Context: an optimization exercise on an open-source flow, tuned for small area and a short achievable clock period. The choices shown serve that exercise and are no tape-out recipe. RTL that was checked went through simulation tests only; none was proved equivalent to the original.

## middle
==> module counter_table_top, before the edit <==
module counter_table_top (
    input  logic        clock,
    input  logic        rst_n,
    input  logic        upd_valid,
    input  logic [7:0]  upd_key,
    input  logic [7:0]  upd_incr,
    input  logic        query_valid,
    input  logic [5:0]  query_entry,
    output logic        init_done,
    output logic        resp_valid,
    output logic [31:0] resp_data
);
    logic [511:0] tbl [4];
    logic clr;
    always_ff @(posedge clock) begin
        clr       <= !rst_n;
        init_done <= rst_n;
    end
    logic       a_v;
    logic [7:0] a_key, a_inc;
    logic [7:0] a_rq [4];
    logic       a_s1, a_s2;              
    logic [3:0] a_sq;                    
    logic       b_v;
    logic [7:0] b_key, b_nv;
    logic [7:0] c_nv;
    logic       h1, h2;
    assign h1 = a_v && (upd_key == a_key);    
    assign h2 = b_v && (upd_key == b_key);    
    always_ff @(posedge clock) begin
        if (!rst_n) begin
            a_v <= 1'b0;
        end else begin
            a_v <= upd_valid && !clr;
        end
        a_s1  <= h1;
        a_s2  <= !h1 && h2;
        for (int g = 0; g < 4; g++) begin
            a_sq[g] <= !h1 && !h2 && (upd_key[7:6] == g[1:0]);
        end
        a_key <= upd_key;
        a_inc <= upd_incr;
        for (int g = 0; g < 4; g++) begin
            a_rq[g] <= tbl[g][upd_key[5:0]*8 +: 8];
        end
    end
    logic [7:0] a_nv;
    always_comb begin
        a_nv = ({8{a_s1}} & (b_nv + a_inc))
             | ({8{a_s2}} & (c_nv + a_inc));
        for (int g = 0; g < 4; g++) begin
            a_nv = a_nv | ({8{a_sq[g]}} & (a_rq[g] + a_inc));    
        end
    end
    logic [7:0] b_ehi;    
    logic [7:0] b_elo;    
    logic [3:0] b_ln;     
    logic [7:0] b_wd [4];    
    always_ff @(posedge clock) begin
        if (!rst_n) begin
            b_v  <= 1'b0;
            b_ln <= '0;
            for (int g = 0; g < 4; g++) begin
                b_wd[g] <= '0;
            end
        end else begin
            b_v  <= a_v;
            for (int l = 0; l < 4; l++) begin
                b_ln[l] <= a_v && (a_key[1:0] == l[1:0]);
            end
            for (int g = 0; g < 4; g++) begin
                b_wd[g] <= (a_key[7:6] == g[1:0]) ? a_nv : 8'h00;
            end
        end
        for (int i = 0; i < 8; i++) begin
            b_ehi[i] <= (a_key[7:5] == i[2:0]);
            b_elo[i] <= (a_key[4:2] == i[2:0]);
        end
        b_key <= a_key;
        b_nv  <= a_nv;
        c_nv  <= b_nv;
    end
    logic [63:0] wr_entry;
    logic [3:0]  wr_lane;
    always_comb begin
        for (int e = 0; e < 64; e++) begin
            wr_entry[e] = clr || (b_ehi[e / 8] && b_elo[e % 8]);
        end
        for (int l = 0; l < 4; l++) begin
            wr_lane[l] = clr || b_ln[l];
        end
    end
    always_ff @(posedge clock) begin
        for (int c = 0; c < 256; c++) begin
            if (wr_entry[c / 4] && wr_lane[c % 4]) begin
                tbl[c / 64][(c % 64)*8 +: 8] <= b_wd[c / 64];
            end
        end
    end
    logic        q_v;
    logic [31:0] q_d;
    logic        q_f2h, q_f1h;   
    logic [1:0]  q_f2l, q_f1l;
    logic [7:0]  q_f2d;
    logic [31:0] q_sel;
    always_ff @(posedge clock) begin
        if (!rst_n) begin
            q_v <= 1'b0;
            resp_valid <= 1'b0;
        end else begin
            q_v <= query_valid && !clr;
            resp_valid <= q_v;
        end
        q_d <= tbl[query_entry[5:4]][query_entry[3:0]*32 +: 32];
        q_f2h <= b_v && (b_key[7:2] == query_entry);
        q_f2l <= b_key[1:0];
        q_f2d <= b_nv;
        q_f1h <= a_v && (a_key[7:2] == query_entry);
        q_f1l <= a_key[1:0];
    end
    always_comb begin
        q_sel = q_d;
        for (int l = 0; l < 4; l++) begin
            if (q_f1h && (q_f1l == l[1:0])) begin
                q_sel[l*8 +: 8] = b_nv;            
            end else if (q_f2h && (q_f2l == l[1:0])) begin
                q_sel[l*8 +: 8] = q_f2d;           
            end
        end
    end
    always_ff @(posedge clock) begin
        resp_data <= q_sel;
    end
endmodule
make LEC_CHECK=0 ABC_CLOCK_PERIOD_IN_PS=2200 CAP_MARGIN=20 CORE_MARGIN=2 CORE_UTILIZATION=60 CTS_CLUSTER_DIAMETER=60 CTS_CLUSTER_SIZE=30 SETUP_SLACK_MARGIN=2.25 SLEW_MARGIN=20 finish   # period 4.5 ns
run.sh (not shown) runs the stock make flow with config.mk's settings and CLKGATE_MAP_FILE= SYNTH_SCRIPT=/design/flow/synth_recipe.tcl, a recipe that flattens the netlist after the stock synthesis.
[inputs] north vs middle
==> flow/design.v, changed modules only <==
module counter_table_top (
    input  logic        clock,
    input  logic        rst_n,
    input  logic        upd_valid,
    input  logic [7:0]  upd_key,
    input  logic [7:0]  upd_incr,
    input  logic        query_valid,
    input  logic [5:0]  query_entry,
    output logic        init_done,
    output logic        resp_valid,
    output logic [31:0] resp_data
);
    logic [511:0] tbl [4];
    logic clr;
    logic run;
    always_ff @(posedge clock) begin
        clr <= !rst_n;
    end
    assign init_done = !clr;
    assign run       = rst_n && !clr;    
    logic       a_v;
    logic [7:0] a_key, a_inc;
    logic [7:0] a_rq [4];
    logic       a_s1, a_s2;              
    logic [3:0] a_sq;                    
    logic       b_v;
    logic [7:0] b_key, b_nv;
    logic [7:0] c_nv;
    logic       h1, h2;
    assign h1 = a_v && (upd_key == a_key);    
    assign h2 = b_v && (upd_key == b_key);    
    always_ff @(posedge clock) begin
        if (!rst_n) begin
            a_v <= 1'b0;
        end else begin
            a_v <= upd_valid && !clr;
        end
        a_s1  <= h1;
        a_s2  <= !h1 && h2;
        for (int g = 0; g < 4; g++) begin
            a_sq[g] <= !h1 && !h2 && (upd_key[7:6] == g[1:0]);
        end
        a_key <= upd_key;
        a_inc <= upd_incr;
        for (int g = 0; g < 4; g++) begin
            a_rq[g] <= tbl[g][upd_key[5:0]*8 +: 8];
        end
    end
    logic [7:0] a_nv;
    always_comb begin
        a_nv = ({8{a_s1}} & (b_nv + a_inc))
             | ({8{a_s2}} & (c_nv + a_inc));
        for (int g = 0; g < 4; g++) begin
            a_nv = a_nv | ({8{a_sq[g]}} & (a_rq[g] + a_inc));    
        end
    end
    logic [7:0] b_ehi;    
    logic [7:0] b_elo;    
    logic [3:0] b_ln;     
    always_ff @(posedge clock) begin
        if (!rst_n) begin
            b_v  <= 1'b0;
            b_ln <= '0;
        end else begin
            b_v  <= a_v;
            for (int l = 0; l < 4; l++) begin
                b_ln[l] <= a_v && (a_key[1:0] == l[1:0]);
            end
        end
        for (int i = 0; i < 8; i++) begin
            b_ehi[i] <= (a_key[7:5] == i[2:0]);
            b_elo[i] <= (a_key[4:2] == i[2:0]);
        end
        b_key <= a_key;
        b_nv  <= a_nv;
        c_nv  <= b_nv;
    end
    logic [63:0] wr_entry;
    logic [3:0]  wr_lane;
    logic [7:0]  wr_data;
    always_comb begin
        for (int e = 0; e < 64; e++) begin
            wr_entry[e] = clr || (b_ehi[e / 8] && b_elo[e % 8]);
        end
        for (int l = 0; l < 4; l++) begin
            wr_lane[l] = clr || b_ln[l];
        end
        wr_data = clr ? 8'h00 : b_nv;
    end
    always_ff @(posedge clock) begin
        for (int c = 0; c < 256; c++) begin
            if (wr_entry[c / 4] && wr_lane[c % 4]) begin
                tbl[c / 64][(c % 64)*8 +: 8] <= wr_data;
            end
        end
    end
    logic        q_v;
    logic [1:0]  q_g;
    logic [31:0] q_d [4];
    logic        q_f2h, q_f1h;   
    logic [1:0]  q_f2l, q_f1l;
    logic [7:0]  q_f2d;
    logic [31:0] q_sel;
    always_ff @(posedge clock) begin
        if (!rst_n) begin
            q_v <= 1'b0;
            resp_valid <= 1'b0;
        end else begin
            q_v <= query_valid && !clr;
            resp_valid <= q_v;
        end
        q_g <= query_entry[5:4];
        for (int g = 0; g < 4; g++) begin
            q_d[g] <= tbl[g][query_entry[3:0]*32 +: 32];
        end
        q_f2h <= b_v && (b_key[7:2] == query_entry);
        q_f2l <= b_key[1:0];
        q_f2d <= b_nv;
        q_f1h <= a_v && (a_key[7:2] == query_entry);
        q_f1l <= a_key[1:0];
    end
    always_comb begin
        q_sel = q_d[q_g];
        for (int l = 0; l < 4; l++) begin
            if (q_f1h && (q_f1l == l[1:0])) begin
                q_sel[l*8 +: 8] = b_nv;            
            end else if (q_f2h && (q_f2l == l[1:0])) begin
                q_sel[l*8 +: 8] = q_f2d;           
            end
        end
    end
    always_ff @(posedge clock) begin
        resp_data <= q_sel;
    end
endmodule
Results
north: PASS, flow complete, no timing, DRC or antenna violations. Number of instances resized during post-cts repair (north / middle): 0.41. north reports a lower remaining max-slew budget at the tightest pin than middle does. Diff middle -> north: cell count now sits lower; routed wire length lost about 33%. Relative to middle, the total clock buffers created by CTS of north is higher by 1.9%. Between north and middle, the adder and majority cell fraction of the synthesized area figures differ only marginally. Of north and middle, it is north that has the higher sequential share of layout area.
For middle, only the layout was checked, not whether the RTL still works.

## re-timing with driven ports
The results above use ideal ports. As a check the final layouts listed here were re-extracted and re-timed, cells and wires unchanged.
Step 1: set_driving_cell puts a clkbuf_16 on clock and a buf_2 on each other input, an assumption about the parent block.
Step 2 adds t to the input delays and takes it off the output delays; t is the mean of the earliest and latest rising clock arrival at the registers after step 1. Input paths then give back, and output paths get back, about the clock's delay inside the block.
Slacks: no drivers / after step 1 / after step 2; pairs: no drivers / after step 1.
run	shift t [ns]	setup WS [ns]	worst setup path at the end
middle	0.967	1.750 / 1.246 / 0.279	input to register
north	0.935	2.025 / 1.968 / 1.041	input to register
After both steps setup and hold are still met in every run listed. For middle, which loses most, drivers alone change the setup slack by -0.504 ns; drivers and shift together by -1.471 ns.
